From an optimization exercise on the open Yosys and OpenROAD flow, aimed at small area; shortcuts taken in it are not production practice.
Only simulation tests tie the RTL to the original design; equivalence was not proved.
Power figures rest on the tool's default switching activity, not on a simulated workload. No driver is modelled on the clock port, so clocking that relies on it looks cheaper here than on a real chip.

===== design.v =====
`timescale 1ns/1ps
module cpu_top (
    input  logic        clk,
    input  logic        reset,
    output logic        mem_valid,
    output logic        mem_write,
    output logic [11:0] mem_address,
    output logic [31:0] mem_wdata,
    input  logic        mem_ready,
    input  logic [31:0] mem_rdata,
    output logic        halted
);
    typedef enum logic [3:0] {
        S_CLR     = 4'd0,    
        S_FETCH   = 4'd1,
        S_LDREQ   = 4'd2,
        S_STREQ   = 4'd3,
        S_HALT    = 4'd4,
        S_SHALIGN = 4'd5,    
        S_SCOPY   = 4'd8,    
        S_SCOPYSH = 4'd9,    
        S_STLOAD  = 4'd10,   
        S_SHLOAD  = 4'd11,   
        S_PCROT   = 4'd12,   
        S_EXEC    = 4'd13,   
        S_EXECI   = 4'd14,   
        S_SHWRITE = 4'd15    
    } state_t;
    state_t      state;
    logic        run;
    logic [4:0]  ph;
    logic [11:0] pc;
    logic        cy;
    logic [11:0] a;
    logic [3:0]  dn;
    logic [3:0]  sn;
    logic        op30, op28;    
    logic [31:0] t;
    logic        fz, fn, fe, fp, fc;
    logic [31:0] rf [16];
    logic        ph0, ph31, low12, active, wr, clr, fetching, fetch_hs;
    logic        exec, pc_rot, pc_in, pc_cin, taken;
    logic [3:0]  raddr;
    logic        rbit, src, res, cin;
    logic        cond_ok, hold, zero_fill, knz, right;
    logic [5:0]  phk;
    assign ph0      = (ph == 5'd0);
    assign ph31     = (ph == 5'd31);
    assign low12    = ~(ph[4] | (ph[3] & ph[2]));
    assign active   = run | ph0;
    assign clr      = (state == S_CLR);
    assign exec     = (state == S_EXEC) | (state == S_EXECI);
    assign wr       = active & (exec | (state == S_SHWRITE));
    assign fetching = (state == S_FETCH) | (wr & ph31);
    assign fetch_hs = fetching & mem_ready;
    assign raddr = (state == S_SCOPY || state == S_SCOPYSH) ? sn : dn;
    assign rbit  = rf[raddr][0];
    for (genvar k = 0; k < 16; k++) begin : g_rf
        always_ff @(posedge clk) begin
            if (clr)
                rf[k] <= {1'b0, rf[k][31:1]};
            else if (wr && dn == k)
                rf[k] <= {res, rf[k][31:1]};
            else
                rf[k] <= {rf[k][0], rf[k][31:1]};
        end
    end
    assign right = a[5];
    assign knz   = |a[4:0];
    assign phk   = {1'b0, ph} + {1'b0, a[4:0]};
    assign hold      = right ? ~phk[5] : (ph < a[4:0]);
    assign zero_fill = (hold ^ right) & op28;
    assign src = t[0] & ~((state == S_EXECI) & ~low12);
    assign cin = fc & ~ph0;
    always_comb begin
        if (state == S_SHWRITE)
            res = t[0] & ~zero_fill;
        else begin
            case ({op30, op28})
                2'b00:   res = src;                     
                2'b01:   res = ~src;                    
                2'b10:   res = rbit ^ src;              
                default: res = rbit ^ src ^ cin;        
            endcase
        end
    end
    always_comb begin
        case (t[27:25])
            3'd0: cond_ok = 1'b1;
            3'd1: cond_ok = fp;
            3'd2: cond_ok = fe;
            3'd3: cond_ok = fc;
            3'd4: cond_ok = fn;
            3'd5: cond_ok = fz;
            3'd6: cond_ok = ~fc;
            default: cond_ok = ~fz;
        endcase
    end
    assign pc_rot = low12 & (clr | (active & ((state == S_STLOAD) || (state == S_PCROT) ||
                                              exec || (state == S_SHWRITE))));
    assign taken  = (state == S_PCROT) & (t[31:28] == 4'd3) & cond_ok;
    assign pc_cin = ph0 | cy;
    assign pc_in  = clr ? 1'b0 : (taken ? a[0] : (pc[0] ^ pc_cin));
    always_ff @(posedge clk) begin
        cy <= pc[0] & pc_cin;
        if (pc_rot)
            pc <= {pc_in, pc[11:1]};
    end
    always_ff @(posedge clk) begin
        if (reset) begin
            state <= S_CLR;
            run   <= 1'b0;
            ph    <= 5'd0;
            {fz, fn, fe, fp, fc} <= 5'd0;
        end else begin
            ph  <= ph + 5'd1;
            run <= state[3] & active & ~ph31;
            if (wr) begin
                if (ph0) begin
                    fz <= ~res;
                    fp <= res;
                    fe <= ~res;
                end else begin
                    fz <= fz & ~res;
                    fp <= fp ^ res;
                end
                if (ph31)
                    fn <= res;
                if (state == S_SHWRITE) begin
                    if ((right && ph31) || (!right && ph0))
                        fc <= t[0] & knz;
                end else if (op30 && op28)
                    fc <= (rbit & src) | ((rbit ^ src) & cin);
                else
                    fc <= 1'b0;
            end
            if (fetch_hs) begin
                case (mem_rdata[31:28])
                    4'd1:       state <= S_LDREQ;
                    4'd2:       state <= S_STLOAD;
                    4'd4, 4'd5,
                    4'd9:       state <= mem_rdata[24] ? S_EXECI : S_SCOPY;
                    4'd6, 4'd7: state <= mem_rdata[24] ? S_SHLOAD : S_SCOPYSH;
                    4'd8:       state <= S_HALT;
                    default:    state <= S_PCROT;
                endcase
            end else begin
                case (state)
                    S_CLR: if (ph31) state <= S_FETCH;
                    S_LDREQ: if (mem_ready) state <= S_EXEC;
                    S_STREQ: if (mem_ready) begin
                        state <= S_FETCH;
                        {fz, fn, fe, fp, fc} <= 5'd0;
                    end
                    S_SHALIGN: if (ph31) state <= S_SHWRITE;
                    S_SCOPY: if (active && ph31) state <= S_EXEC;
                    S_SCOPYSH: if (active && ph31) state <= S_SHLOAD;
                    S_SHLOAD: if (active && ph31) state <= S_SHALIGN;
                    S_STLOAD: if (active && ph31) state <= S_STREQ;
                    S_PCROT: if (active && ph == 5'd11) state <= S_FETCH;
                    S_EXEC, S_EXECI, S_SHWRITE: if (active && ph31) state <= S_FETCH;
                    default: ;
                endcase
            end
        end
    end
    always_ff @(posedge clk) begin
        if (fetch_hs) begin
            dn   <= mem_rdata[23:20];
            sn   <= mem_rdata[19:16];
            op30 <= mem_rdata[30];
            op28 <= mem_rdata[28];
            a    <= mem_rdata[11:0];
        end else begin
            if (state == S_LDREQ)
                op28 <= 1'b0;
            if (low12 && active && (state == S_SCOPYSH || state == S_PCROT))
                a <= {rbit, a[11:1]};
        end
        if (fetch_hs || (state == S_LDREQ && mem_ready))
            t <= mem_rdata;
        else if (state == S_SHALIGN) begin
            if (!hold)
                t <= {t[0], t[31:1]};
        end else if (active && state[3] && state != S_PCROT)
            t <= {rbit, t[31:1]};
    end
    assign mem_valid   = fetching | (state == S_LDREQ) | (state == S_STREQ);
    assign mem_write   = (state == S_STREQ);
    assign mem_address = (state == S_LDREQ || state == S_STREQ) ? a : pc;
    assign mem_wdata   = t;
    assign halted      = (state == S_HALT);
endmodule

===== flow/run.sh =====
#!/bin/bash
# Standard ORFS layout, with two changes: ports are buffered with the
# smallest buffer, and clock tree synthesis uses larger sink clusters and
# no dummy loads.
set -euo pipefail
export BUFFER_PORTS_ARGS="-buffer_cell sky130_fd_sc_hd__buf_1"
export CTS_ARGS="-sink_clustering_enable -repair_clock_nets -dont_use_dummy_load -sink_clustering_size 30 -sink_clustering_max_diameter 120"
bash standard.sh > flow.log 2>&1

===== standard.sh =====
#!/bin/bash
# synth_recipe.tcl (not shown) runs the flow's synth.tcl, then flattens the netlist and writes it again
# the make line also repeats each setting of config.mk as NAME=value (left out here)
make -C /OpenROAD-flow-scripts/flow DESIGN_CONFIG=/design/flow/config.mk WORK_HOME=/design/flow/orfs CLKGATE_MAP_FILE= SYNTH_SCRIPT=/design/flow/synth_recipe.tcl "${@:-finish}"

===== config.mk =====
export PLATFORM = sky130hd
export DESIGN_NAME = cpu_top
export DESIGN_NICKNAME = cpu_top
export VERILOG_FILES = /design/flow/design.v
export SDC_FILE = /design/flow/constraint.sdc
export NUM_CORES = 4
export LEC_CHECK = 0
export CAP_MARGIN = 20
export CORE_MARGIN = 2
export CORE_UTILIZATION = 40
export SLEW_MARGIN = 20

===== constraint.sdc =====
create_clock -name core_clock -period 10.0 [get_ports {clk}]
set_input_delay 2.0000 -clock core_clock [delete_from_list [all_inputs] [get_ports {clk}]]
set_output_delay 2.0000 -clock core_clock [all_outputs]
set_load 0.01 [all_outputs]

==> impl_metrics.env, run 1 <==
export IMPL_die_extent_in_y_um=199
export IMPL_syn_num_nets=1036
export IMPL_clock_insertion_delay_worst_skew_ps=560
export IMPL_power_switching_fraction_pct=24.7
export IMPL_cts_buffers_inserted=23
export IMPL_synth_flop_cell="sky130_fd_sc_hd__dfxtp_1"
export IMPL_avgSynthCellArea_um2=15.4
export IMPL_synth_lib_cells_used_distinct=63
export IMPL_arrival_time_reported_for_the_critical_path_endpoint_ps=2580
export IMPL_worstSetupStartpointType="register"
export IMPL_fp_dieArea_um2=39700
export IMPL_timing_max_slew_rel_slack_pct=29.5
export IMPL_critical_path_slowest_cell="sky130_fd_sc_hd__and2_1"
export IMPL_whs_endpoint="rf[4][28]"
export IMPL_clk_root_buffer_cell="sky130_fd_sc_hd__clkbuf_16"
export IMPL_r2r_end="rf[15][31]"
export IMPL_cts_htree_levels=1
export IMPL_finalHoldViolations=0
export IMPL_n_antenna_cell=0
export IMPL_synth_top_family_by_area="simple AND/OR/NAND/NOR gates"
export IMPL_synth_top_area_share_pct=69.4
export IMPL_grt_antenna_before_repair=0
export IMPL_core_area_um2=37600
export IMPL_timing_critical_path_slowest_cell_delay_ps=630
export IMPL_max_cap_viol_count=0
export IMPL_power_frac_seq_pct=62.3
export IMPL_edff_count_synth=66
export IMPL_drtPass1Iterations=5
export IMPL_die_x_um=199
export IMPL_wl_per_cell_um=13.7
export IMPL_hpwl_mm=13.9
export IMPL_path_clk_slew_ps=110
export IMPL_min_delay_path_class="reg2reg"
export IMPL_synth_adder_area_share_pct=1.20
export IMPL_run_status="complete, no violations"
export IMPL_final_layout_size_suffix_gt1_share_pct=8.57
export IMPL_holdBufCountCts=0
export IMPL_internal_power_mw=3.24
export IMPL_grt_pass1_wl_mm=34.8
export IMPL_synthesis_instances=987
export IMPL_grt_ovfl_total=0
export IMPL_initial_utilization_pct=40.5
export IMPL_most_common_layout_cells="sky130_fd_sc_hd__dfxtp_1, sky130_fd_sc_hd__buf_1, sky130_fd_sc_hd__edfxtp_1"
export IMPL_postSynth_asyncResetShare_pct=0
export IMPL_clkSinkCount=594
export IMPL_grt_start_max_net_pins=35
export IMPL_synth_sequential_area_ratio_pct=82.4
export IMPL_cts_max_path_buffers=3
export IMPL_cts_setup_buffers=0
export IMPL_synth_area_leaders="sky130_fd_sc_hd__dfxtp_1, sky130_fd_sc_hd__edfxtp_1, sky130_fd_sc_hd__mux2_2"
export IMPL_p_switching_mw=1.06
export IMPL_crit_required_ps=8000
export IMPL_num_vias=6921
export IMPL_finalCriticalPeriod_ps=4580
export IMPL_routed_wl_mm=21.6
export IMPL_min_period_over_period_pct=45.8
export IMPL_number_of_cells_on_the_worst_reg_to_reg_path=12
export IMPL_synth_xor_area_share_pct=0.402
export IMPL_num_nets_final=1124
export IMPL_synth_yosys_warnings=2
export IMPL_synth_register_bits=594
export IMPL_yosys_mux_area_fraction_pct=4.59
export IMPL_share_of_synthesized_cell_area_in_and_or_nand_and_nor_gates_pct=5.77
export IMPL_vdd_drop_max_v=0.000150
export IMPL_synth_top_area_cell="sky130_fd_sc_hd__dfxtp_1"
export IMPL_timing_critical_path_fanout_max=21
export IMPL_crit_type="reg2out"
export IMPL_layout_area_overhead_vs_synth_pct=9.63
export IMPL_r2r_start="state[3]"
export IMPL_ant_nets=0
export IMPL_power_density_nw_per_um2=258
export IMPL_worst_slew_pin_transition_ps=1050
export IMPL_synth_compound_area_share_pct=4.35
export IMPL_worstHoldPathCells=0
export IMPL_setup_worst_path_end_class="primary output"
export IMPL_path_cells="nor2_1 -> and2_1 -> mux2_2 -> buf_1"
export IMPL_leakage_nw=6.27
export IMPL_grt_pass1_vias=6548
export IMPL_pwr_share_comb_pct=13.3
export IMPL_final_setup_skew_ps=35.8
export IMPL_place_gp_congestion=0.840
export IMPL_post_synth_instance_area_um2=15200
export IMPL_grt_util_overall_pct=11.0
export IMPL_post_cts_resized=0
export IMPL_final_common_cell="sky130_fd_sc_hd__dfxtp_1"
export IMPL_finalSetupViolCount=0
export IMPL_power_share_clock_pct=24.4
export IMPL_setup_repair_after_global_routing_missed_its_margin="no"
export IMPL_cts_tree="done"
export IMPL_row_count=71
export IMPL_detail_route_vias_per_cell=4.37
export IMPL_regToRegSetupSlack_ps=5630
export IMPL_drt_initial_drc_count=383
export IMPL_timing_setup_tns_ps=0
export IMPL_hold_path_startpoint="rf[4][29]"
export IMPL_finalMaxSlewViolations=0
export IMPL_drc=0
export IMPL_max_clock_freq_ghz=0.218
export IMPL_num_io_pins=82
export IMPL_port_buffers=81
export IMPL_power_total_mw=4.30
-- area by class of cell --
cell class,instances,area [µm²]
inverter,18,67.6
tap,511,639
fill,3350,20900
clock buffer,23,576
sequential,594,12600
multi-input combinational,351,2500
timing repair buffer,87,369
-- sequential cells by signal (all words and copies together) (netlist names) --
name	flops
a	12
cy	1
dn	4
fc	1
fe	1
fn	1
fp	1
fz	1
op28	1
op30	1
pc	12
ph	5
rf	512
run	1
sn	4
state	4
t	32
-- synthesized netlist by cell type (3+ instances only) --
| cell type | count |
|---|---|
| sky130_fd_sc_hd__a221oi_1 | 5 |
| sky130_fd_sc_hd__o311ai_0 | 3 |
| sky130_fd_sc_hd__nor2_1 | 47 |
| sky130_fd_sc_hd__clkbuf_1 | 13 |
| sky130_fd_sc_hd__nor3b_1 | 3 |
| sky130_fd_sc_hd__ha_1 | 13 |
| sky130_fd_sc_hd__mux2i_1 | 11 |
| sky130_fd_sc_hd__nor4_1 | 5 |
| sky130_fd_sc_hd__xnor2_1 | 4 |
| sky130_fd_sc_hd__edfxtp_1 | 66 |
| sky130_fd_sc_hd__inv_1 | 18 |
| sky130_fd_sc_hd__o21ai_0 | 20 |
| sky130_fd_sc_hd__nand2_1 | 56 |
| sky130_fd_sc_hd__nor3_1 | 5 |
| sky130_fd_sc_hd__nand3_1 | 7 |
| sky130_fd_sc_hd__a211oi_1 | 18 |
| sky130_fd_sc_hd__and3_1 | 3 |
| sky130_fd_sc_hd__a22oi_1 | 3 |
| sky130_fd_sc_hd__dfxtp_1 | 528 |
| sky130_fd_sc_hd__o211ai_1 | 3 |
| sky130_fd_sc_hd__xor2_1 | 3 |
| sky130_fd_sc_hd__buf_2 | 4 |
| sky130_fd_sc_hd__o211a_1 | 3 |
| sky130_fd_sc_hd__and2_1 | 3 |
| sky130_fd_sc_hd__a21oi_1 | 19 |
| sky130_fd_sc_hd__nand2b_1 | 21 |
| sky130_fd_sc_hd__mux2_2 | 47 |
| sky130_fd_sc_hd__nand3b_1 | 4 |
| sky130_fd_sc_hd__nor2b_1 | 7 |
-- critical path: cells and delay by family, from the launching register on --
family	cells	cell delay [ps]
simple gates	2	940
mux	1	430
buf+inv	1	130
flops	1	520
-- kinds of logic (layout without fill, tap and decap cells) --
logic type	Yosys count	in the layout
xor+xnor	7	7
compound gates	92	92
fa+ha+maj	14	14
buf+inv	42	128
flops	594	594
mux	61	61
simple gates	177	177
-- worst max-delay path by stage --
stage                     depth (start not counted)  startpoint              end  slack, ps
after floorplan                                   3   mem_ready             t[0]       6330
after global placement                            7   mem_ready         state[2]       5790
after detailed placement                          7   mem_ready         state[2]       5690
after CTS                                         4    state[3]  mem_address[11]       5400
after global routing                              4    state[3]   mem_address[5]       5240
final                                             4    state[3]  mem_address[11]       5420
-- per-layer routing --
layer	vias up	share of wire, %	routed length [µm]	track usage (%)
met5	-	0	0	0
met4	0	2.2	478	2.99
met3	31	6.2	1350	2.04
met2	150	39	8520	15.2
met1	3276	52	11300	17.4
li1	3464	-	-	-
-- power groups by stage --
stage	logic (mW)	registers, mW	clock network (mW)
CTS	0.573	2.68	1.10
floorplan	0.404	2.72	0
detailed placement	0.572	2.73	0
finish	0.575	2.68	1.05
global route	0.635	2.70	1.18
global placement	0.564	2.73	0
-- per-stage QoR --
step	utilization, %	instance area, µm²	setup slack (ps)	std cells	hold WS, ps
after floorplan	-	15200	6330	987	310
after global placement	42.8	16100	5790	1560	311
after detailed placement	42.8	16100	5690	1560	312
after CTS	44.4	16700	5400	1583	323
after global routing	44.5	16700	5240	1584	334
final	44.5	16700	5420	1584	326
==> run 2, diff against run 1 <==
==> flow/run.sh (replaced) <==
#!/bin/bash
# Standard ORFS layout with three changes:
#  - synthesis maps the logic with an area-oriented ABC script
#    (flow/abc_area_deep.script) instead of ORFS's speed script; the rest of
#    the synthesis, including the flip-flop mapping, is the standard flow's own script;
#  - ports are buffered with the smallest buffer;
#  - clock tree synthesis uses larger sink clusters and no dummy loads.
set -euo pipefail
here=$(pwd)
{
  head -n 1 synth_recipe.tcl
  cat <<TCL
proc abc {args} {
  set i [lsearch -exact \$args -script]
  if { \$i >= 0 } { lset args [expr {\$i + 1}] $here/flow/abc_area_deep.script }
  yosys abc {*}\$args
}
TCL
  tail -n +2 synth_recipe.tcl
} > area_synth.tcl
export BUFFER_PORTS_ARGS="-buffer_cell sky130_fd_sc_hd__buf_1"
export CTS_ARGS="-sink_clustering_enable -repair_clock_nets -dont_use_dummy_load -sink_clustering_size 30 -sink_clustering_max_diameter 120"
bash standard.sh SYNTH_SCRIPT=$here/area_synth.tcl > flow.log 2>&1
==> flow/abc_area_deep.script (new file) <==
strash
&get -n
&deepsyn -T 30
&put
dch -f
amap
topo
==> run 2 against run 1 <==
Net effect: still clean; synthesized cell count down 4.2%; clock skew up 17 ps; clock-buffer cell count unchanged; die area down 4.7%; first-iteration DRC count up 9.4%; critical path depth up 14; power down 19%; global-route usage up 0.23 points; synthesized area down 4.8%; highest routed layer unchanged.
==> impl_metrics.env, run 2 <==
export IMPL_timing_setup_tns_ps=0
export IMPL_power_density_nw_per_um2=217
export IMPL_crit_required_ps=10480
export IMPL_leakage_nw=6.02
export IMPL_min_delay_path_class="reg2reg"
export IMPL_holdBufCountCts=0
export IMPL_grt_ovfl_total=0
export IMPL_arrival_time_reported_for_the_critical_path_endpoint_ps=5410
export IMPL_clkSinkCount=594
export IMPL_num_nets_final=1107
export IMPL_avgSynthCellArea_um2=15.3
export IMPL_wl_per_cell_um=14.1
export IMPL_post_cts_resized=0
export IMPL_cts_htree_levels=1
export IMPL_clock_insertion_delay_worst_skew_ps=560
export IMPL_finalMaxSlewViolations=0
export IMPL_finalHoldViolations=0
export IMPL_die_x_um=194
export IMPL_port_buffers=81
export IMPL_place_gp_congestion=0.851
export IMPL_place_ws_ps=5170
export IMPL_r2r_start="state[3]"
export IMPL_worst_slew_pin_transition_ps=928
export IMPL_crit_type="reg2reg"
export IMPL_worstSetupStartpointType="register"
export IMPL_hpwl_mm=14.1
export IMPL_timing_critical_path_fanout_max=16
export IMPL_grt_start_max_net_pins=34
export IMPL_cts_setup_buffers=0
export IMPL_layout_top_registers="rf (512), t (32)"
export IMPL_finalCriticalPeriod_ps=4930
export IMPL_ant_nets=0
export IMPL_post_synth_top_count_cell="sky130_fd_sc_hd__dfxtp_1"
export IMPL_final_layout_size_suffix_gt1_share_pct=2.84
export IMPL_synth_sequential_area_ratio_pct=86.5
export IMPL_layout_setup_ws_ps=5070
export IMPL_path_clk_slew_ps=110
export IMPL_timing_max_slew_rel_slack_pct=37.8
export IMPL_drt_initial_drc_count=419
export IMPL_setup_worst_path_end_class="register"
export IMPL_postSynth_asyncResetShare_pct=0
export IMPL_synthesis_instances=946
export IMPL_synth_register_bits=594
export IMPL_layout_area_overhead_vs_synth_pct=10.4
export IMPL_grt_pass1_vias=6381
export IMPL_grt_util_overall_pct=11.2
export IMPL_final_common_cell="sky130_fd_sc_hd__dfxtp_1"
export IMPL_max_ffs_per_register=512
export IMPL_num_io_pins=82
export IMPL_synth_top_area_share_pct=72.9
export IMPL_synth_area_leaders="sky130_fd_sc_hd__dfxtp_1, sky130_fd_sc_hd__edfxtp_1, sky130_fd_sc_hd__o22a_1"
export IMPL_row_count=69
export IMPL_run_status="complete, no violations"
export IMPL_hold_path_startpoint="rf[5][26]"
export IMPL_max_cap_viol_count=0
export IMPL_worstHoldPathCells=0
export IMPL_edff_count_synth=66
export IMPL_num_vias=6765
export IMPL_initial_utilization_pct=40.7
export IMPL_synth_yosys_warnings=2
export IMPL_setup_repair_after_global_routing_missed_its_margin="no"
export IMPL_synth_flop_cell="sky130_fd_sc_hd__dfxtp_1"
export IMPL_cts_max_path_buffers=3
export IMPL_die_extent_in_y_um=194
export IMPL_drc=0
export IMPL_core_area_um2=35700
export IMPL_number_of_cells_on_the_worst_reg_to_reg_path=18
export IMPL_fillCellCount=3190
export IMPL_clk_root_buffer_cell="sky130_fd_sc_hd__clkbuf_16"
export IMPL_synth_top_area_cell="sky130_fd_sc_hd__dfxtp_1"
export IMPL_drtPass1Iterations=5
export IMPL_regMostFlops="rf"
export IMPL_cts_buffers_inserted=23
export IMPL_max_clock_freq_ghz=0.203
export IMPL_routed_wl_mm=21.4
export IMPL_grt_pass1_wl_mm=34.3
export IMPL_detail_route_vias_per_cell=4.46
export IMPL_finalSetupViolCount=0
export IMPL_min_period_over_period_pct=49.3
export IMPL_r2r_end="rf[10][31]"
export IMPL_n_antenna_cell=0
export IMPL_final_setup_skew_ps=52.4
export IMPL_cts_tree="done"
export IMPL_whs_endpoint="rf[5][25]"
export IMPL_vdd_drop_max_v=0.000156
export IMPL_syn_num_nets=995
export IMPL_most_common_layout_cells="sky130_fd_sc_hd__dfxtp_1, sky130_fd_sc_hd__buf_1, sky130_fd_sc_hd__nor2_1"
export IMPL_ys_top_cells_by_count="sky130_fd_sc_hd__dfxtp_1, sky130_fd_sc_hd__nor2_1, sky130_fd_sc_hd__edfxtp_1"
export IMPL_grt_antenna_before_repair=0
export IMPL_post_synth_instance_area_um2=14500
export IMPL_regToRegSetupSlack_ps=5070
export IMPL_fp_dieArea_um2=37800
export IMPL_synth_lib_cells_used_distinct=34
==> run 2: cell count changes after synthesis, sizes merged, moves of 8 or more <==
cell    previous run  this run
o22ai              0        11
mux2i             12         0
inv               18         0
clkbuf            15         0
o22a               0        36
buf                9         0
a21oi             20        41
nor3               5        13
a211oi            18         9
nand2             57        19
nor2              47        81
nand2b            21         0
mux2              48         0
clkinv             0        54
==> run 2: final cells by class <==
cell class / count / area [µm²] / share of cell area, %
clock buffer: 23 / 576 / 3.59
inverter: 54 / 203 / 1.27
multi-input combinational: 298 / 1750 / 11.0
sequential: 594 / 12600 / 78.4
tap: 461 / 577 / 3.60
timing repair buffer: 87 / 349 / 2.18
==> run 2: power by group <==
group	switching, mW	internal [mW]
sequential	0.00375	2.41
clock	0.631	0.416
combinational	0.0141	0.00871
==> run 2: kinds of logic after synthesis <==
group | Yosys count | synth area share, %
flops | 594 | 86.5
compound gates | 151 | 6.96
simple gates | 133 | 3.86
buf+inv | 54 | 1.40
fa+ha+maj | 14 | 1.26
==> run 2: through the flow <==
stage / utilization, % / hold slack, ps / power, mW / instance area (µm²) / std cells
2_1_floorplan: - / 310 / 2.47 / 14500 / 946
4_1_cts: 44.9 / 289 / 3.52 / 16000 / 1517
6_report: 44.9 / 293 / 3.48 / 16000 / 1517
3_5_place_dp: 43.3 / 312 / 2.49 / 15400 / 1494
5_1_grt: 44.9 / 305 / 3.61 / 16000 / 1517
3_3_place_gp: 43.3 / 309 / 2.49 / 15400 / 1494
==> run 2: how the worst max path moves through the flow <==
stage | startpoint | endpoint | slack [ps] | cells past startpoint
after detailed placement | state[3] | rf[10][31] | 5170 | 18
after global routing | state[3] | rf[6][31] | 4560 | 18
after floorplan | mem_ready | t[0] | 4300 | 6
after CTS | state[3] | rf[10][31] | 5140 | 18
after global placement | state[3] | rf[10][31] | 5290 | 18
final | state[3] | rf[10][31] | 5070 | 18
==> run 2: critical path: stages, from the launching register on <==
cell and delay, ps:
sky130_fd_sc_hd__dfxtp_1 430, sky130_fd_sc_hd__nand2_1 130, sky130_fd_sc_hd__nor2_1 310, sky130_fd_sc_hd__clkinv_1 310
sky130_fd_sc_hd__o22ai_1 430, sky130_fd_sc_hd__clkinv_1 170, sky130_fd_sc_hd__nand2_1 130, sky130_fd_sc_hd__o22ai_1 100
sky130_fd_sc_hd__o41a_1 380, sky130_fd_sc_hd__a21oi_1 290, sky130_fd_sc_hd__clkinv_1 230, sky130_fd_sc_hd__fa_1 510
sky130_fd_sc_hd__a21oi_1 150, sky130_fd_sc_hd__a31oi_1 60, sky130_fd_sc_hd__o32ai_1 170, sky130_fd_sc_hd__clkinv_1 140
sky130_fd_sc_hd__nor2_1 220, sky130_fd_sc_hd__clkinv_1 440, sky130_fd_sc_hd__a21oi_1 280
==> run 2: metal layers <==
metal	track usage [%]	wire length (µm)
met1	17.4	11300
met2	15.8	8520
met3	2.20	1090
met4	3.13	448
met5	0	0
==> run 3, diff against run 2 <==
--- a/design.v
+++ b/design.v
@@ -166,2 +166,12 @@
     end
+    logic t_ld, t_sh, t_hd, t_sin;
+    logic a_ld, a_sh, a_hd;
+    assign t_ld  = fetch_hs | ((state == S_LDREQ) & mem_ready);
+    assign t_sh  = ~t_ld & ((state == S_SHALIGN) ? ~hold
+                                                 : (active & state[3] & (state != S_PCROT)));
+    assign t_hd  = ~t_ld & ~t_sh;
+    assign t_sin = (state == S_SHALIGN) ? t[0] : rbit;
+    assign a_ld = fetch_hs;
+    assign a_sh = ~a_ld & low12 & active & ((state == S_SCOPYSH) | (state == S_PCROT));
+    assign a_hd = ~a_ld & ~a_sh;
     always_ff @(posedge clk) begin
@@ -172,16 +182,7 @@
             op28 <= mem_rdata[28];
-            a    <= mem_rdata[11:0];
-        end else begin
-            if (state == S_LDREQ)
-                op28 <= 1'b0;
-            if (low12 && active && (state == S_SCOPYSH || state == S_PCROT))
-                a <= {rbit, a[11:1]};
+        end else if (state == S_LDREQ) begin
+            op28 <= 1'b0;
         end
-        if (fetch_hs || (state == S_LDREQ && mem_ready))
-            t <= mem_rdata;
-        else if (state == S_SHALIGN) begin
-            if (!hold)
-                t <= {t[0], t[31:1]};
-        end else if (active && state[3] && state != S_PCROT)
-            t <= {rbit, t[31:1]};
+        a <= ({12{a_ld}} & mem_rdata[11:0]) | ({12{a_sh}} & {rbit, a[11:1]}) | ({12{a_hd}} & a);
+        t <= ({32{t_ld}} & mem_rdata) | ({32{t_sh}} & {t_sin, t[31:1]}) | ({32{t_hd}} & t);
     end
==> flow/abc_area_deep.script (replaced) <==
strash
&get -n
&deepsyn -T 20
&put
dch -f
amap -F 2 -A 6
topo
==> run 3 against run 2 <==
Net effect: largest cell class unchanged; via count grew 4.1%; utilization down 0.37 points; still clean on timing, DRC and antenna; sequential power grew 8.7%; fmax decreased by 1.4%; power up 18%.
==> impl_metrics.env, run 3 <==
export IMPL_worst_slew_pin_transition_ps=1090
export IMPL_r2r_end="t[28]"
export IMPL_edff_count_synth=22
export IMPL_cts_tree="done"
export IMPL_setup_repair_after_global_routing_missed_its_margin="no"
export IMPL_final_core_util_pct=44.5
export IMPL_grt_pass1_wl_mm=35.4
export IMPL_grt_ovfl_total=0
export IMPL_final_common_cell="sky130_fd_sc_hd__dfxtp_1"
export IMPL_most_common_layout_cells="sky130_fd_sc_hd__dfxtp_1, sky130_fd_sc_hd__clkinv_1, sky130_fd_sc_hd__buf_1"
export IMPL_num_nets_final=1125
export IMPL_cts_setup_buffers=0
export IMPL_worst_path_stages=17
export IMPL_min_period_over_period_pct=50.0
export IMPL_crit_required_ps=10490
export IMPL_regMostFlops="rf"
export IMPL_leakage_nw=5.91
export IMPL_post_synth_instance_area_um2=14200
export IMPL_power_density_nw_per_um2=261
export IMPL_arrival_time_reported_for_the_critical_path_endpoint_ps=5490
export IMPL_place_detailed_instances=1512
export IMPL_postSynth_asyncResetShare_pct=0
export IMPL_row_count=69
export IMPL_path_cells="clkinv_1 -> ha_1 -> nand4_1 -> clkinv_1 -> nor2_1 -> nor2_1 -> clkinv_1 -> nor2_1 -> clkinv_1 -> o21ai_0 -> nand2_1 -> o21ai_0 -> nand2_1 -> clkinv_1 -> nor2_2 -> clkinv_1 -> o221ai_1"
export IMPL_cell_repeated_most_along_the_worst_path="sky130_fd_sc_hd__clkinv_1"
export IMPL_final_cell_count_no_fill=1536
export IMPL_num_vias=7040
export IMPL_syn_num_nets=1018
export IMPL_grt_start_max_net_pins=33
export IMPL_core_area_um2=35300
export IMPL_final_setup_skew_ps=74.9
export IMPL_timing_critical_path_fanout_max=30
export IMPL_detail_route_vias_per_cell=4.58
export IMPL_layout_area_overhead_vs_synth_pct=10.4
export IMPL_finalHoldViolations=0
export IMPL_hold_path_startpoint="rf[10][21]"
export IMPL_die_x_um=193
export IMPL_fp_dieArea_um2=37100
export IMPL_final_hold_worst_slack_ps=275
export IMPL_worstSetupStartpointType="register"
export IMPL_cts_buffers_inserted=23
export IMPL_die_extent_in_y_um=193
export IMPL_ant_nets=0
export IMPL_drc=0
export IMPL_routed_wl_mm=21.8
export IMPL_layout_top_registers="rf (512), t (32)"
export IMPL_cts_htree_levels=1
export IMPL_avgSynthCellArea_um2=14.7
export IMPL_num_io_pins=82
export IMPL_crit_type="reg2reg"
export IMPL_timing_max_slew_rel_slack_pct=27.5
export IMPL_max_cap_viol_count=0
export IMPL_timing_setup_tns_ps=0
export IMPL_clk_root_buffer_cell="sky130_fd_sc_hd__clkbuf_16"
export IMPL_finalMaxSlewViolations=0
export IMPL_post_synth_top_count_cell="sky130_fd_sc_hd__dfxtp_1"
export IMPL_vdd_drop_max_v=0.000160
export IMPL_cts_max_path_buffers=3
export IMPL_finalSetupViolCount=0
export IMPL_place_gp_congestion=0.906
export IMPL_synth_top_area_cell="sky130_fd_sc_hd__dfxtp_1"
export IMPL_final_layout_size_suffix_gt1_share_pct=2.42
export IMPL_clock_insertion_delay_worst_skew_ps=570
export IMPL_synth_lib_cells_used_distinct=36
export IMPL_hpwl_mm=14.7
export IMPL_regToRegSetupSlack_ps=5000
export IMPL_ys_top_cells_by_count="sky130_fd_sc_hd__dfxtp_1, sky130_fd_sc_hd__clkinv_1, sky130_fd_sc_hd__nor2_1"
export IMPL_initial_utilization_pct=40.4
export IMPL_setup_worst_path_start="ph[0]"
export IMPL_path_clk_slew_ps=110
export IMPL_cp_num_buf_inv=6
export IMPL_critical_path_top_delay_family="simple AND/OR/NAND/NOR gates"
export IMPL_max_clock_freq_ghz=0.200
export IMPL_drtPass1Iterations=6
export IMPL_synth_register_bits=594
export IMPL_synth_top_area_share_pct=80.4
export IMPL_wl_per_cell_um=14.2
export IMPL_timing_critical_path_slowest_cell_delay_ps=1130
export IMPL_number_of_cells_on_the_worst_reg_to_reg_path=17
export IMPL_port_buffers=81
export IMPL_clkSinkCount=594
export IMPL_critical_path_slowest_cell="sky130_fd_sc_hd__nor2_2"
export IMPL_max_ffs_per_register=512
export IMPL_drt_initial_drc_count=642
export IMPL_synth_area_leaders="sky130_fd_sc_hd__dfxtp_1, sky130_fd_sc_hd__edfxtp_1, sky130_fd_sc_hd__a222oi_1"
export IMPL_grt_pass1_vias=6679
export IMPL_finalCriticalPeriod_ps=5000
export IMPL_synth_flop_cell="sky130_fd_sc_hd__dfxtp_1"
export IMPL_grt_util_overall_pct=12.0
export IMPL_fillCellCount=3172
export IMPL_min_delay_path_class="reg2reg"
export IMPL_run_status="complete, no violations"
export IMPL_grt_antenna_before_repair=0
export IMPL_setup_worst_path_end_class="register"
export IMPL_synth_yosys_warnings=2
export IMPL_timing_critical_path_to="t[28]"
export IMPL_synthesis_instances=969
export IMPL_r2r_start="ph[0]"
export IMPL_holdBufCountCts=0
export IMPL_synth_sequential_area_ratio_pct=85.0
export IMPL_post_cts_resized=0
-- run 3: cell types whose count changed after synthesis, moves of 4 or more --
cell and delta:
sky130_fd_sc_hd__dfxtp_1 +44, sky130_fd_sc_hd__edfxtp_1 -44, sky130_fd_sc_hd__a222oi_1 +32, sky130_fd_sc_hd__a21oi_1 -30
sky130_fd_sc_hd__o21ai_0 +29, sky130_fd_sc_hd__o22a_1 -29, sky130_fd_sc_hd__clkinv_1 +28, sky130_fd_sc_hd__nor2_1 -13
sky130_fd_sc_hd__a22oi_1 +8, sky130_fd_sc_hd__o221ai_1 +7, sky130_fd_sc_hd__o22ai_1 -4
-- run 3: worst min-delay path by stage --
stage / end / slack (ps) / cells past startpoint
2_1_floorplan: rf[0][0] / 310 / 0
3_3_place_gp: rf[6][30] / 310 / 0
3_5_place_dp: rf[14][30] / 310 / 0
4_1_cts: rf[10][20] / 270 / 0
5_1_grt: rf[12][21] / 290 / 0
6_report: rf[10][20] / 270 / 0
-- run 3: worst reg2reg max path, cell delays in order (launching register included) --
cell and delay [ps]:
sky130_fd_sc_hd__dfxtp_1 400, sky130_fd_sc_hd__clkinv_1 140, sky130_fd_sc_hd__ha_1 240, sky130_fd_sc_hd__nand4_1 160
sky130_fd_sc_hd__clkinv_1 150, sky130_fd_sc_hd__nor2_1 150, sky130_fd_sc_hd__nor2_1 110, sky130_fd_sc_hd__clkinv_1 100
sky130_fd_sc_hd__nor2_1 60, sky130_fd_sc_hd__clkinv_1 60, sky130_fd_sc_hd__o21ai_0 210, sky130_fd_sc_hd__nand2_1 280
sky130_fd_sc_hd__o21ai_0 170, sky130_fd_sc_hd__nand2_1 220, sky130_fd_sc_hd__clkinv_1 710, sky130_fd_sc_hd__nor2_2 1130
sky130_fd_sc_hd__clkinv_1 360, sky130_fd_sc_hd__o221ai_1 270
-- run 3: power breakdown --
part | leakage (nW) | total (mW) | switching, mW | internal (mW)
logic | 0.794 | 0.451 | 0.285 | 0.166
clock network | 0.283 | 1.05 | 0.630 | 0.415
registers | 4.83 | 2.62 | 0.105 | 2.51
-- run 3: cell families after synthesis --
family	Yosys count	share of synthesized area (%)
flip-flops	594	85.0
buffers and inverters	82	2.16
AND/OR/NAND/NOR	120	3.58
XOR/XNOR	1	0.0615
AO/OA/AOI/OAI	158	7.91
adder cells (fa/ha/maj)	14	1.28
-- run 3: final cells by class --
type / instances / area [µm²] / share of cell area [%]
sequential: 594 / 12100 / 77.0
multi-input combinational: 293 / 1840 / 11.7
tap: 461 / 577 / 3.67
clock buffer: 23 / 576 / 3.66
timing repair buffer: 82 / 312 / 1.98
inverter: 82 / 308 / 1.96
antenna: 1 / 2.50 / 0.0159
-- run 3: per-layer routing --
metal,track usage (%),vias to the layer above,wire (µm)
li1,-,3454,-
met1,18.5,3353,11400
met2,16.8,198,8670
met3,2.24,35,1210
met4,3.38,0,469
met5,0,-,0
-- run 3: through the flow --
step / total power [mW] / setup WS (ps) / cell area, µm²
2_1_floorplan: 2.93 / 5430 / 14200
3_3_place_gp: 3.10 / 4880 / 15100
3_5_place_dp: 3.12 / 4690 / 15100
4_1_cts: 4.15 / 5030 / 15700
5_1_grt: 4.30 / 4490 / 15700
6_report: 4.11 / 5000 / 15700
==> run 4, diff against run 3 <==
--- a/design.v
+++ b/design.v
@@ -44,4 +44,4 @@
     logic        rbit, src, res, cin;
-    logic        cond_ok, hold, zero_fill, knz, right;
-    logic [5:0]  phk;
+    logic        cond_ok, hold, zero_fill, right;
+    logic [5:0]  hc;
     assign ph0      = (ph == 5'd0);
@@ -68,6 +68,10 @@
     assign right = a[5];
-    assign knz   = |a[4:0];
-    assign phk   = {1'b0, ph} + {1'b0, a[4:0]};
-    assign hold      = right ? ~phk[5] : (ph < a[4:0]);
-    assign zero_fill = (hold ^ right) & op28;
+    assign hc[0] = ~right;
+    for (genvar i = 0; i < 5; i++) begin : g_hold
+        logic nm;
+        assign nm      = ~(a[i] ^ right);
+        assign hc[i+1] = (ph[i] & nm) | (ph[i] & hc[i]) | (nm & hc[i]);
+    end
+    assign hold = ~hc[5];
+    assign zero_fill = hold & ~right & op28;
     assign src = t[0] & ~((state == S_EXECI) & ~low12);
@@ -129,4 +133,4 @@
                 if (state == S_SHWRITE) begin
-                    if ((right && ph31) || (!right && ph0))
-                        fc <= t[0] & knz;
+                    if (!right && ph0)
+                        fc <= t[0] & fc;
                 end else if (op30 && op28)
@@ -135,2 +139,7 @@
                     fc <= 1'b0;
+            end else if (state == S_SHALIGN) begin
+                if (ph0)
+                    fc <= hold & ~right;
+                else if (!hold && right)
+                    fc <= t[0];
             end
@@ -172,3 +181,3 @@
     assign t_hd  = ~t_ld & ~t_sh;
-    assign t_sin = (state == S_SHALIGN) ? t[0] : rbit;
+    assign t_sin = (state == S_SHALIGN) ? (t[0] & ~(op28 & right)) : rbit;
     assign a_ld = fetch_hs;
--- a/flow/run.sh
+++ b/flow/run.sh
@@ -21,3 +21,3 @@
 export BUFFER_PORTS_ARGS="-buffer_cell sky130_fd_sc_hd__buf_1"
-export CTS_ARGS="-sink_clustering_enable -repair_clock_nets -dont_use_dummy_load -sink_clustering_size 30 -sink_clustering_max_diameter 120"
+export CTS_ARGS="-sink_clustering_enable -repair_clock_nets -dont_use_dummy_load -sink_clustering_size 33 -sink_clustering_max_diameter 80"
 bash standard.sh SYNTH_SCRIPT=$here/area_synth.tcl > flow.log 2>&1
--- a/config.mk
+++ b/config.mk
@@ -9,3 +9,4 @@
 export CORE_MARGIN = 2
-export CORE_UTILIZATION = 40
+export CORE_UTILIZATION = 60
+export PLACE_DENSITY = 0.75
 export SLEW_MARGIN = 20
==> run 4 against run 3 <==
Net effect: sequential share of layout area grew 1.4 points; wire length is 1.6% higher; clock power barely moved; combinational power rose by about 50%; register-to-register slack worse by 540 ps; synthesized cell count grew 1.8%; non-clock buffer count increased by 1; power is 22% higher; largest power group unchanged.
==> impl_metrics.env, run 4 <==
export IMPL_run_status="complete, no violations"
export IMPL_most_common_layout_cells="sky130_fd_sc_hd__dfxtp_1, sky130_fd_sc_hd__nor2_1, sky130_fd_sc_hd__buf_1"
export IMPL_ys_top_cells_by_count="sky130_fd_sc_hd__dfxtp_1, sky130_fd_sc_hd__nor2_1, sky130_fd_sc_hd__clkinv_1"
export IMPL_timing_critical_path_slowest_cell_delay_ps=800
export IMPL_timing_setup_tns_ps=0
export IMPL_grt_util_overall_pct=18.0
export IMPL_final_common_cell="sky130_fd_sc_hd__dfxtp_1"
export IMPL_min_delay_path_class="reg2reg"
export IMPL_synth_lib_cells_used_distinct=40
export IMPL_crit_type="reg2reg"
export IMPL_power_density_nw_per_um2=325
export IMPL_internal_power_mw=3.71
export IMPL_grt_pass1_vias=6871
export IMPL_num_nets_final=1134
export IMPL_grt_pass1_wl_mm=35.0
export IMPL_finalMaxSlewViolations=0
export IMPL_cts_buffers_inserted=22
export IMPL_synth_top_area_share_pct=80.7
export IMPL_place_gp_congestion=0.901
export IMPL_max_clock_freq_ghz=0.181
export IMPL_pwr_share_comb_pct=13.5
export IMPL_layout_area_overhead_vs_synth_pct=8.95
export IMPL_fp_dieArea_um2=24900
export IMPL_die_x_um=158
export IMPL_n_antenna_cell=0
export IMPL_post_synth_top_count_cell="sky130_fd_sc_hd__dfxtp_1"
export IMPL_drc=0
export IMPL_wl_per_cell_um=15.7
export IMPL_drtPass1Iterations=5
export IMPL_cell_repeated_most_along_the_worst_path="sky130_fd_sc_hd__clkinv_1"
export IMPL_arrival_time_reported_for_the_critical_path_endpoint_ps=5980
export IMPL_finalCriticalPeriod_ps=5540
export IMPL_power_frac_seq_pct=66.2
export IMPL_cts_tree="done"
export IMPL_synthesis_instances=986
export IMPL_worstSetupStartpointType="register"
export IMPL_power_share_clock_pct=20.4
export IMPL_max_ffs_per_register=512
export IMPL_path_cells="clkinv_1 -> ha_1 -> nand4_1 -> clkinv_1 -> nor2_1 -> or2_0 -> nor2b_1 -> o21bai_1 -> nand2_1 -> o21ai_0 -> nand2_1 -> clkinv_1 -> nor2_1 -> clkinv_1 -> o22ai_1 -> a21oi_1"
export IMPL_syn_num_nets=1027
export IMPL_clock_insertion_delay_worst_skew_ps=540
export IMPL_timing_critical_path_fanout_max=31
export IMPL_synth_yosys_warnings=2
export IMPL_avgSynthCellArea_um2=14.4
export IMPL_min_period_over_period_pct=55.4
export IMPL_final_cell_count_no_fill=1410
export IMPL_synth_area_leaders="sky130_fd_sc_hd__dfxtp_1, sky130_fd_sc_hd__edfxtp_1, sky130_fd_sc_hd__nor2_1"
export IMPL_synth_flop_cell="sky130_fd_sc_hd__dfxtp_1"
export IMPL_critical_path_top_delay_family="simple AND/OR/NAND/NOR gates"
export IMPL_place_detailed_instances=1388
export IMPL_routed_wl_mm=22.1
export IMPL_setup_repair_after_global_routing_missed_its_margin="no"
export IMPL_fillCellCount=1639
export IMPL_initial_utilization_pct=60.8
export IMPL_num_vias=7126
export IMPL_final_setup_skew_ps=63.8
export IMPL_cts_setup_buffers=0
export IMPL_hpwl_mm=14.1
export IMPL_ant_nets=0
export IMPL_post_cts_resized=0
export IMPL_path_clk_slew_ps=120
export IMPL_max_cap_viol_count=0
export IMPL_core_area_um2=23300
export IMPL_crit_required_ps=10440
export IMPL_vdd_drop_max_v=0.000203
export IMPL_grt_antenna_before_repair=0
export IMPL_synth_register_bits=594
export IMPL_drt_initial_drc_count=516
export IMPL_leakage_nw=6.00
export IMPL_holdBufCountCts=0
export IMPL_detail_route_vias_per_cell=5.05
export IMPL_synth_sequential_area_ratio_pct=85.4
export IMPL_cts_max_path_buffers=3
export IMPL_clkSinkCount=594
export IMPL_row_count=56
export IMPL_critical_path_slowest_cell="sky130_fd_sc_hd__nand2_1"
export IMPL_final_layout_size_suffix_gt1_share_pct=2.20
export IMPL_finalSetupViolCount=0
export IMPL_edff_count_synth=22
export IMPL_power_switching_fraction_pct=26.1
export IMPL_timing_max_slew_rel_slack_pct=29.7
export IMPL_cts_htree_levels=1
export IMPL_post_synth_instance_area_um2=14200
export IMPL_worst_slew_pin_transition_ps=1050
export IMPL_grt_start_max_net_pins=34
export IMPL_p_switching_mw=1.31
export IMPL_setup_worst_path_end_class="register"
export IMPL_synth_top_area_cell="sky130_fd_sc_hd__dfxtp_1"
export IMPL_regMostFlops="rf"
export IMPL_port_buffers=81
export IMPL_die_extent_in_y_um=158
export IMPL_grt_ovfl_total=0
export IMPL_clk_root_buffer_cell="sky130_fd_sc_hd__clkbuf_16"
export IMPL_layout_top_registers="rf (512), t (32)"
export IMPL_finalHoldViolations=0
export IMPL_postSynth_asyncResetShare_pct=0
export IMPL_cp_num_buf_inv=4
export IMPL_num_io_pins=82
[run 4: cell count changes in the layout (fill, tap and decap cells not counted), moves of 3 or more]
cell / before / now
sky130_fd_sc_hd__a222oi_1: 32 / 9
sky130_fd_sc_hd__ha_1: 13 / 5
sky130_fd_sc_hd__nor2_1: 67 / 87
sky130_fd_sc_hd__a22oi_1: 8 / 5
sky130_fd_sc_hd__o22ai_1: 7 / 40
sky130_fd_sc_hd__o21ai_0: 55 / 36
sky130_fd_sc_hd__o221ai_1: 9 / 5
sky130_fd_sc_hd__clkinv_1: 82 / 62
sky130_fd_sc_hd__or3_1: 1 / 5
sky130_fd_sc_hd__a21oi_1: 11 / 53
sky130_fd_sc_hd__a311oi_1: 0 / 3
[run 4: routing by layer]
| metal | vias to the layer above | GRT usage, % | wire [µm] |
|---|---|---|---|
| met5 | - | 0 | 0 |
| met1 | 3319 | 25.9 | 10500 |
| met2 | 235 | 27.7 | 9530 |
| met3 | 55 | 3.53 | 1350 |
| met4 | 0 | 5.76 | 702 |
| li1 | 3517 | - | - |
[run 4: path summary, 6_finish.rpt]
| kind | start | to | slack, ps | cells after the start |
|---|---|---|---|---|
| worst max-delay path | ph[0] | t[30] | 4460 | 16 |
| worst min-delay path | rf[5][13] | rf[5][12] | 320 | 0 |
| worst max register to register | ph[0] | t[30] | 4460 | 16 |
| worst min register to register | rf[5][13] | rf[5][12] | 320 | 0 |
[run 4: final cells by class]
class | count | area (µm²) | share of cell area (%)
clock buffers | 22 | 551 | 3.56
well taps | 319 | 399 | 2.58
multi-input cells | 330 | 1840 | 11.9
inverters | 62 | 233 | 1.51
repair buffers | 83 | 319 | 2.07
flip-flops and latches | 594 | 12100 | 78.4
[run 4: power by group through the flow]
stage          logic [mW]  registers (mW)  clock network (mW)
2_1_floorplan       0.443            3.29                   0
3_3_place_gp        0.651            3.35                   0
3_5_place_dp        0.668            3.36                   0
4_1_cts             0.673            3.33                1.05
5_1_grt             0.763            3.39                1.12
6_report            0.676            3.32                1.02
[run 4: stage by stage]
stage	cell area (µm²)	hold WS, ps	setup WS (ps)	util [%]	total power [mW]
6_report	15400	319	4460	66.2	5.02
5_1_grt	15400	327	3930	66.2	5.27
4_1_cts	15400	317	4630	66.2	5.06
3_5_place_dp	14900	312	4490	63.9	4.03
3_3_place_gp	14900	311	4690	63.9	4.00
2_1_floorplan	14200	310	5530	-	3.73
[run 4: logic make-up after synthesis]
kind of cell / Yosys count / synth area share (%)
AO/OA/AOI/OAI: 183 / 8.17
adder cells (fa/ha/maj): 6 / 0.582
buffers and inverters: 62 / 1.64
flip-flops: 594 / 85.4
AND/OR/NAND/NOR: 141 / 4.20
==> run 5, diff against run 4 <==
--- a/flow/run.sh
+++ b/flow/run.sh
@@ -21,3 +21,3 @@
 export BUFFER_PORTS_ARGS="-buffer_cell sky130_fd_sc_hd__buf_1"
-export CTS_ARGS="-sink_clustering_enable -repair_clock_nets -dont_use_dummy_load -sink_clustering_size 33 -sink_clustering_max_diameter 80"
+export CTS_ARGS="-sink_clustering_enable -repair_clock_nets -dont_use_dummy_load -sink_clustering_size 32 -sink_clustering_max_diameter 60"
 bash standard.sh SYNTH_SCRIPT=$here/area_synth.tcl > flow.log 2>&1
--- a/config.mk
+++ b/config.mk
@@ -9,4 +9,3 @@
 export CORE_MARGIN = 2
-export CORE_UTILIZATION = 60
-export PLACE_DENSITY = 0.75
+export CORE_UTILIZATION = 50
 export SLEW_MARGIN = 20
==> run 5 against run 4 <==
Net effect: clock skew down 22 ps; non-clock buffer count up 2; power up 2.0%; clock power up 12%; highest routed layer unchanged; via count down 1.1%; design area up 1.6%; synthesized cell count unchanged; sequential power about the same; die area up 19%.
==> impl_metrics.env, run 5 <==
export IMPL_synth_area_leaders="sky130_fd_sc_hd__dfxtp_1, sky130_fd_sc_hd__edfxtp_1, sky130_fd_sc_hd__nor2_1"
export IMPL_clock_insertion_delay_worst_skew_ps=560
export IMPL_final_common_cell="sky130_fd_sc_hd__dfxtp_1"
export IMPL_die_x_um=172
export IMPL_finalSetupViolCount=0
export IMPL_synth_top_area_share_pct=80.7
export IMPL_number_of_cells_on_the_worst_reg_to_reg_path=16
export IMPL_holdBufCountCts=0
export IMPL_place_ws_ps=4850
export IMPL_finalHoldViolations=0
export IMPL_setup_repair_after_global_routing_missed_its_margin="no"
export IMPL_post_synth_top_count_cell="sky130_fd_sc_hd__dfxtp_1"
export IMPL_finalCriticalPeriod_ps=5150
export IMPL_drt_initial_drc_count=427
export IMPL_setup_worst_path_end_class="register"
export IMPL_layout_top_registers="rf (512), t (32)"
export IMPL_path_clk_slew_ps=100
export IMPL_synth_yosys_warnings=2
export IMPL_timing_critical_path_fanout_max=31
export IMPL_place_gp_congestion=0.879
export IMPL_synthesis_instances=986
export IMPL_power_density_nw_per_um2=326
export IMPL_clk_root_buffer_cell="sky130_fd_sc_hd__clkbuf_16"
export IMPL_hpwl_mm=13.4
export IMPL_initial_utilization_pct=50.9
export IMPL_grt_pass1_wl_mm=33.5
export IMPL_grt_antenna_before_repair=0
export IMPL_crit_type="reg2reg"
export IMPL_synth_top_area_cell="sky130_fd_sc_hd__dfxtp_1"
export IMPL_cts_tree="done"
export IMPL_postSynth_asyncResetShare_pct=0
export IMPL_fp_dieArea_um2=29700
export IMPL_edff_count_synth=22
export IMPL_core_area_um2=27900
export IMPL_routed_wl_mm=21.1
export IMPL_most_common_layout_cells="sky130_fd_sc_hd__dfxtp_1, sky130_fd_sc_hd__nor2_1, sky130_fd_sc_hd__buf_1"
export IMPL_post_synth_instance_area_um2=14200
export IMPL_clkSinkCount=594
export IMPL_n_antenna_cell=0
export IMPL_crit_required_ps=10450
export IMPL_final_setup_skew_ps=41.4
export IMPL_row_count=61
export IMPL_grt_pass1_vias=6501
export IMPL_ant_nets=0
export IMPL_worstSetupStartpointType="register"
export IMPL_syn_num_nets=1027
export IMPL_final_core_util_pct=56.4
export IMPL_grt_util_overall_pct=14.2
export IMPL_num_nets_final=1142
export IMPL_timing_setup_tns_ps=0
export IMPL_cts_htree_levels=1
export IMPL_max_clock_freq_ghz=0.194
export IMPL_synth_register_bits=594
export IMPL_drtPass1Iterations=7
export IMPL_dpl_instance_area_um2=15000
export IMPL_drc=0
export IMPL_cts_setup_buffers=0
export IMPL_grt_start_max_net_pins=33
export IMPL_detail_route_vias_per_cell=4.77
export IMPL_final_layout_size_suffix_gt1_share_pct=3.00
export IMPL_ys_top_cells_by_count="sky130_fd_sc_hd__dfxtp_1, sky130_fd_sc_hd__nor2_1, sky130_fd_sc_hd__clkinv_1"
export IMPL_layout_area_overhead_vs_synth_pct=10.7
export IMPL_wl_per_cell_um=14.3
export IMPL_synth_lib_cells_used_distinct=40
export IMPL_avgSynthCellArea_um2=14.4
export IMPL_worst_slew_pin_transition_ps=758
export IMPL_min_period_over_period_pct=51.5
export IMPL_synth_flop_cell="sky130_fd_sc_hd__dfxtp_1"
export IMPL_cts_buffers_inserted=28
export IMPL_finalMaxSlewViolations=0
export IMPL_min_delay_path_class="reg2reg"
export IMPL_timing_max_slew_rel_slack_pct=49.2
export IMPL_final_instance_area_um2=15700
export IMPL_synth_sequential_area_ratio_pct=85.4
export IMPL_run_status="complete, no violations"
export IMPL_port_buffers=81
export IMPL_grt_ovfl_total=0
export IMPL_arrival_time_reported_for_the_critical_path_endpoint_ps=5600
export IMPL_max_cap_viol_count=0
export IMPL_cts_max_path_buffers=3
export IMPL_num_io_pins=82
export IMPL_num_vias=7051
export IMPL_worstHoldPathCells=0
export IMPL_layout_setup_ws_ps=4850
export IMPL_die_extent_in_y_um=172
export IMPL_regMostFlops="rf"
export IMPL_post_cts_resized=0
export IMPL_vdd_drop_max_v=0.000175
export IMPL_max_ffs_per_register=512
export IMPL_leakage_nw=6.08
-- run 5: cell counts after synthesis --
Identical to the previous run, type by type.
-- run 5: report_power, final --
part | switching, mW | internal [mW] | leakage (nW)
logic | 0.426 | 0.247 | 0.808
registers | 0.240 | 3.07 | 4.93
clock network | 0.644 | 0.499 | 0.345
-- run 5: layer usage --
layer	vias to the layer above	GRT usage (%)	part of all wire, %
met4	0	4.09	2.7
met5	-	0	0
li1	3523	-	-
met1	3280	22.1	52
met2	209	20.0	39
met3	39	2.79	5.7
-- run 5: kinds of logic after synthesis --
group | count (synthesis) | synth area share, %
buffers and inverters | 62 | 1.64
AO/OA/AOI/OAI | 183 | 8.17
AND/OR/NAND/NOR | 141 | 4.20
flip-flops | 594 | 85.4
adder cells (fa/ha/maj) | 6 | 0.582
-- run 5: layout make-up --
| class | instances | area, µm² |
|---|---|---|
| fill | 2309 | 12200 |
| sequential | 594 | 12100 |
| multi-input combinational | 330 | 1850 |
| clock buffer | 28 | 701 |
| tap | 378 | 473 |
| timing repair buffer | 85 | 334 |
| inverter | 62 | 233 |
-- run 5: through the flow --
step | total power, mW | hold slack, ps | std cells
2_1_floorplan | 3.73 | 310 | 986
3_3_place_gp | 4.01 | 310 | 1449
3_5_place_dp | 4.02 | 312 | 1449
4_1_cts | 5.17 | 287 | 1477
5_1_grt | 5.40 | 288 | 1477
6_report | 5.12 | 283 | 1477
-- run 5: worst paths after layout --
check	startpoint	endpoint	slack [ps]
worst max register to register	ph[0]	t[31]	4850
worst min register to register	rf[10][22]	rf[10][21]	280
worst min-delay path	rf[10][22]	rf[10][21]	280
worst max-delay path	ph[0]	t[31]	4850
-- run 5: worst max-delay path, cell delays in order, from the launching register on --
cell and delay (ps):
sky130_fd_sc_hd__dfxtp_1 390, sky130_fd_sc_hd__clkinv_1 110, sky130_fd_sc_hd__ha_1 210, sky130_fd_sc_hd__nand4_1 250
sky130_fd_sc_hd__clkinv_1 230, sky130_fd_sc_hd__nor2_1 210, sky130_fd_sc_hd__or2_0 430, sky130_fd_sc_hd__nor2b_1 170
sky130_fd_sc_hd__o21bai_1 230, sky130_fd_sc_hd__nand2_1 230, sky130_fd_sc_hd__o21ai_0 190, sky130_fd_sc_hd__nand2_1 100
sky130_fd_sc_hd__buf_4 320, sky130_fd_sc_hd__clkinv_1 190, sky130_fd_sc_hd__nor2_1 560, sky130_fd_sc_hd__clkinv_1 740
sky130_fd_sc_hd__o221a_1 480
==> run 6, diff against run 5 <==
--- a/flow/run.sh
+++ b/flow/run.sh
@@ -21,3 +21,3 @@
 export BUFFER_PORTS_ARGS="-buffer_cell sky130_fd_sc_hd__buf_1"
-export CTS_ARGS="-sink_clustering_enable -repair_clock_nets -dont_use_dummy_load -sink_clustering_size 32 -sink_clustering_max_diameter 60"
+export CTS_ARGS="-sink_clustering_enable -repair_clock_nets -dont_use_dummy_load -sink_clustering_size 18 -sink_clustering_max_diameter 60 -buf_list {sky130_fd_sc_hd__clkbuf_8 sky130_fd_sc_hd__clkbuf_16}"
 bash standard.sh SYNTH_SCRIPT=$here/area_synth.tcl > flow.log 2>&1
--- a/config.mk
+++ b/config.mk
@@ -9,3 +9,3 @@
 export CORE_MARGIN = 2
-export CORE_UTILIZATION = 50
+export CORE_UTILIZATION = 40
 export SLEW_MARGIN = 20
==> run 6 against run 5 <==
Net effect: setup slack worse by 510 ps; sequential share of layout area decreased by 1.9 points; critical endpoint unchanged; synthesized cell count unchanged; final cell count increased by 6.0%; sequential power hardly changed; clock power is 25% higher; via count grew 2.4%; still clean; highest routed layer unchanged; register-to-register slack got worse by 510 ps; clock-buffer cell count rose by 13; design area up 2.5%.
==> impl_metrics.env, run 6 <==
export IMPL_synth_lib_cells_used_distinct=40
export IMPL_cell_repeated_most_along_the_worst_path="sky130_fd_sc_hd__clkinv_1"
export IMPL_path_clk_slew_ps=70
export IMPL_finalCriticalPeriod_ps=5650
export IMPL_final_setup_skew_ps=54.1
export IMPL_pwr_share_comb_pct=12.6
export IMPL_port_buffers=81
export IMPL_max_clock_freq_ghz=0.177
export IMPL_holdBufCountCts=0
export IMPL_clkSinkCount=594
export IMPL_num_vias=7221
export IMPL_internal_power_mw=4.04
export IMPL_vdd_drop_max_v=0.000171
export IMPL_die_x_um=192
export IMPL_p_switching_mw=1.38
export IMPL_grt_start_max_net_pins=32
export IMPL_synth_top_area_share_pct=80.7
export IMPL_final_layout_size_suffix_gt1_share_pct=3.87
export IMPL_synth_sequential_area_ratio_pct=85.4
export IMPL_fp_dieArea_um2=37000
export IMPL_post_synth_instance_area_um2=14200
export IMPL_n_antenna_cell=0
export IMPL_final_common_cell="sky130_fd_sc_hd__dfxtp_1"
export IMPL_detail_route_vias_per_cell=4.61
export IMPL_postSynth_asyncResetShare_pct=0
export IMPL_grt_pass1_wl_mm=36.5
export IMPL_core_area_um2=34700
export IMPL_run_status="complete, no violations"
export IMPL_finalHoldViolations=0
export IMPL_num_nets_final=1153
export IMPL_grt_ovfl_total=0
export IMPL_clk_root_buffer_cell="sky130_fd_sc_hd__clkbuf_16"
export IMPL_edff_count_synth=22
export IMPL_place_gp_congestion=0.853
export IMPL_regMostFlops="rf"
export IMPL_ant_nets=0
export IMPL_leakage_nw=6.23
export IMPL_timing_setup_tns_ps=0
export IMPL_synth_register_bits=594
export IMPL_max_cap_viol_count=0
export IMPL_power_switching_fraction_pct=25.5
export IMPL_place_ws_ps=4310
export IMPL_setup_repair_after_global_routing_missed_its_margin="no"
export IMPL_finalMaxSlewViolations=0
export IMPL_timing_critical_path_slowest_cell_delay_ps=800
export IMPL_grt_util_overall_pct=12.5
export IMPL_power_density_nw_per_um2=337
export IMPL_ys_top_cells_by_count="sky130_fd_sc_hd__dfxtp_1, sky130_fd_sc_hd__nor2_1, sky130_fd_sc_hd__clkinv_1"
export IMPL_avgSynthCellArea_um2=14.4
export IMPL_synth_area_leaders="sky130_fd_sc_hd__dfxtp_1, sky130_fd_sc_hd__edfxtp_1, sky130_fd_sc_hd__nor2_1"
export IMPL_most_common_layout_cells="sky130_fd_sc_hd__dfxtp_1, sky130_fd_sc_hd__nor2_1, sky130_fd_sc_hd__buf_1"
export IMPL_row_count=68
export IMPL_cts_setup_buffers=0
export IMPL_initial_utilization_pct=40.9
export IMPL_die_extent_in_y_um=192
export IMPL_path_cells="clkinv_1 -> ha_1 -> nand4_1 -> clkinv_1 -> nor2_1 -> or2_0 -> nor2b_1 -> o21bai_1 -> nand2_1 -> o21ai_0 -> nand2_1 -> clkinv_1 -> nor2_1 -> clkinv_1 -> o221a_1"
export IMPL_setup_worst_path_end_class="register"
export IMPL_cts_htree_levels=2
export IMPL_cts_buffers_inserted=41
export IMPL_timing_critical_path_fanout_max=31
export IMPL_synthesis_instances=986
export IMPL_syn_num_nets=1027
export IMPL_min_delay_path_class="reg2reg"
export IMPL_synth_flop_cell="sky130_fd_sc_hd__dfxtp_1"
export IMPL_max_ffs_per_register=512
export IMPL_hpwl_mm=14.9
export IMPL_power_total_mw=5.42
export IMPL_final_instance_area_um2=16100
export IMPL_wl_per_cell_um=14.6
export IMPL_grt_pass1_vias=6991
export IMPL_arrival_time_reported_for_the_critical_path_endpoint_ps=6060
export IMPL_final_core_util_pct=46.4
export IMPL_num_io_pins=82
export IMPL_critical_path_slowest_cell="sky130_fd_sc_hd__nand2_1"
export IMPL_drc=0
export IMPL_worst_slew_pin_transition_ps=1060
export IMPL_dpl_instance_area_um2=15100
export IMPL_synth_top_area_cell="sky130_fd_sc_hd__dfxtp_1"
export IMPL_cts_max_path_buffers=3
export IMPL_drt_initial_drc_count=390
export IMPL_finalSetupViolCount=0
export IMPL_clock_insertion_delay_worst_skew_ps=550
export IMPL_layout_setup_ws_ps=4350
export IMPL_power_share_clock_pct=26.2
export IMPL_drtPass1Iterations=6
export IMPL_crit_type="reg2reg"
export IMPL_power_frac_seq_pct=61.1
export IMPL_cts_tree="done"
export IMPL_layout_area_overhead_vs_synth_pct=13.5
export IMPL_timing_max_slew_rel_slack_pct=28.9
export IMPL_layout_top_registers="rf (512), t (32)"
export IMPL_crit_required_ps=10410
export IMPL_post_cts_resized=0
export IMPL_min_period_over_period_pct=56.5
export IMPL_synth_yosys_warnings=2
export IMPL_grt_antenna_before_repair=0
export IMPL_post_synth_top_count_cell="sky130_fd_sc_hd__dfxtp_1"
export IMPL_routed_wl_mm=22.9
export IMPL_worstSetupStartpointType="register"
[run 6: final timing paths]
check,slack (ps),endpoint,from,cells after the start
worst min-delay path,290,rf[7][12],rf[7][13],0
worst max register to register,4350,t[31],ph[0],15
worst max-delay path,4350,t[31],ph[0],15
worst min register to register,290,rf[7][12],rf[7][13],0
[run 6: power by group through the flow]
stage | combinational (mW) | clock (mW) | sequential, mW
2_1_floorplan | 0.443 | 0 | 3.29
3_3_place_gp | 0.665 | 0 | 3.36
3_5_place_dp | 0.681 | 0 | 3.36
4_1_cts | 0.684 | 1.47 | 3.32
5_1_grt | 0.770 | 1.56 | 3.38
6_report | 0.685 | 1.42 | 3.31
[run 6: logic make-up (layout without fill, tap and decap cells)]
| family | after synthesis | in the layout | synth area share (%) |
|---|---|---|---|
| flip-flops | 594 | 594 | 85.4 |
| AO/OA/AOI/OAI | 183 | 183 | 8.17 |
| AND/OR/NAND/NOR | 141 | 141 | 4.20 |
| buffers and inverters | 62 | 186 | 1.64 |
| adder cells (fa/ha/maj) | 6 | 6 | 0.582 |
[run 6: per-stage QoR]
step,hold WS [ps],std cells
3_5_place_dp,312,1524
3_3_place_gp,310,1524
6_report,294,1565
5_1_grt,293,1565
4_1_cts,301,1565
2_1_floorplan,310,986
[run 6: worst max-delay path, delay by kind of cell (launching register included)]
family                   cells  cell delay [ps]
AND/OR/NAND/NOR              7             2660
buffers and inverters        4             1420
AO/OA/AOI/OAI                3              860
flip-flops                   1              380
adder cells (fa/ha/maj)      1              210
[run 6: metal layers]
layer	GRT usage (%)	routed length, µm
met1	18.2	11600
met2	17.7	9010
met3	3.26	1560
met4	5.20	768
met5	0	0
[run 6: layout make-up]
cell class | instances | area, µm²
fillers | 3125 | 18600
inverters | 62 | 233
flip-flops and latches | 594 | 12100
well taps | 455 | 569
repair buffers | 83 | 319
multi-input cells | 330 | 1840
clock buffers | 41 | 1030

re-timing with driven ports:
How much do the figures lean on ideal ports? The routed layouts below were timed once more, with nothing changed but the port constraints. Step 1: set_driving_cell puts a clkbuf_16 on clk and a buf_2 on each other input, an assumption about the parent block. Step 2 adds t to the input delays and takes it off the output delays; t is the mean of the earliest and latest rising clock arrival at the registers after step 1. Input paths then give back, and output paths get back, about the clock's delay inside the block. Slacks: no drivers / after step 1 / after step 2; pairs: no drivers / after step 1.
run	t, ns	setup slack, ns	latest minus earliest clock arrival (ns)
run 1	0.595	5.419 / 5.363 / 5.634	0.039 / 0.039
run 2	0.586	5.070 / 5.070 / 5.070	0.057 / 0.057
run 3	0.578	5.002 / 5.002 / 4.665	0.077 / 0.077
run 4	0.557	4.462 / 4.462 / 4.375	0.064 / 0.064
run 5	0.590	4.855 / 4.840 / 4.855	0.046 / 0.046
run 6	0.556	4.350 / 4.350 / 4.276	0.080 / 0.080
After both steps every run listed still meets setup and hold. The setup slack of run 3, which loses most, moves by 0.000 ns with the drivers and by -0.337 ns with both steps.
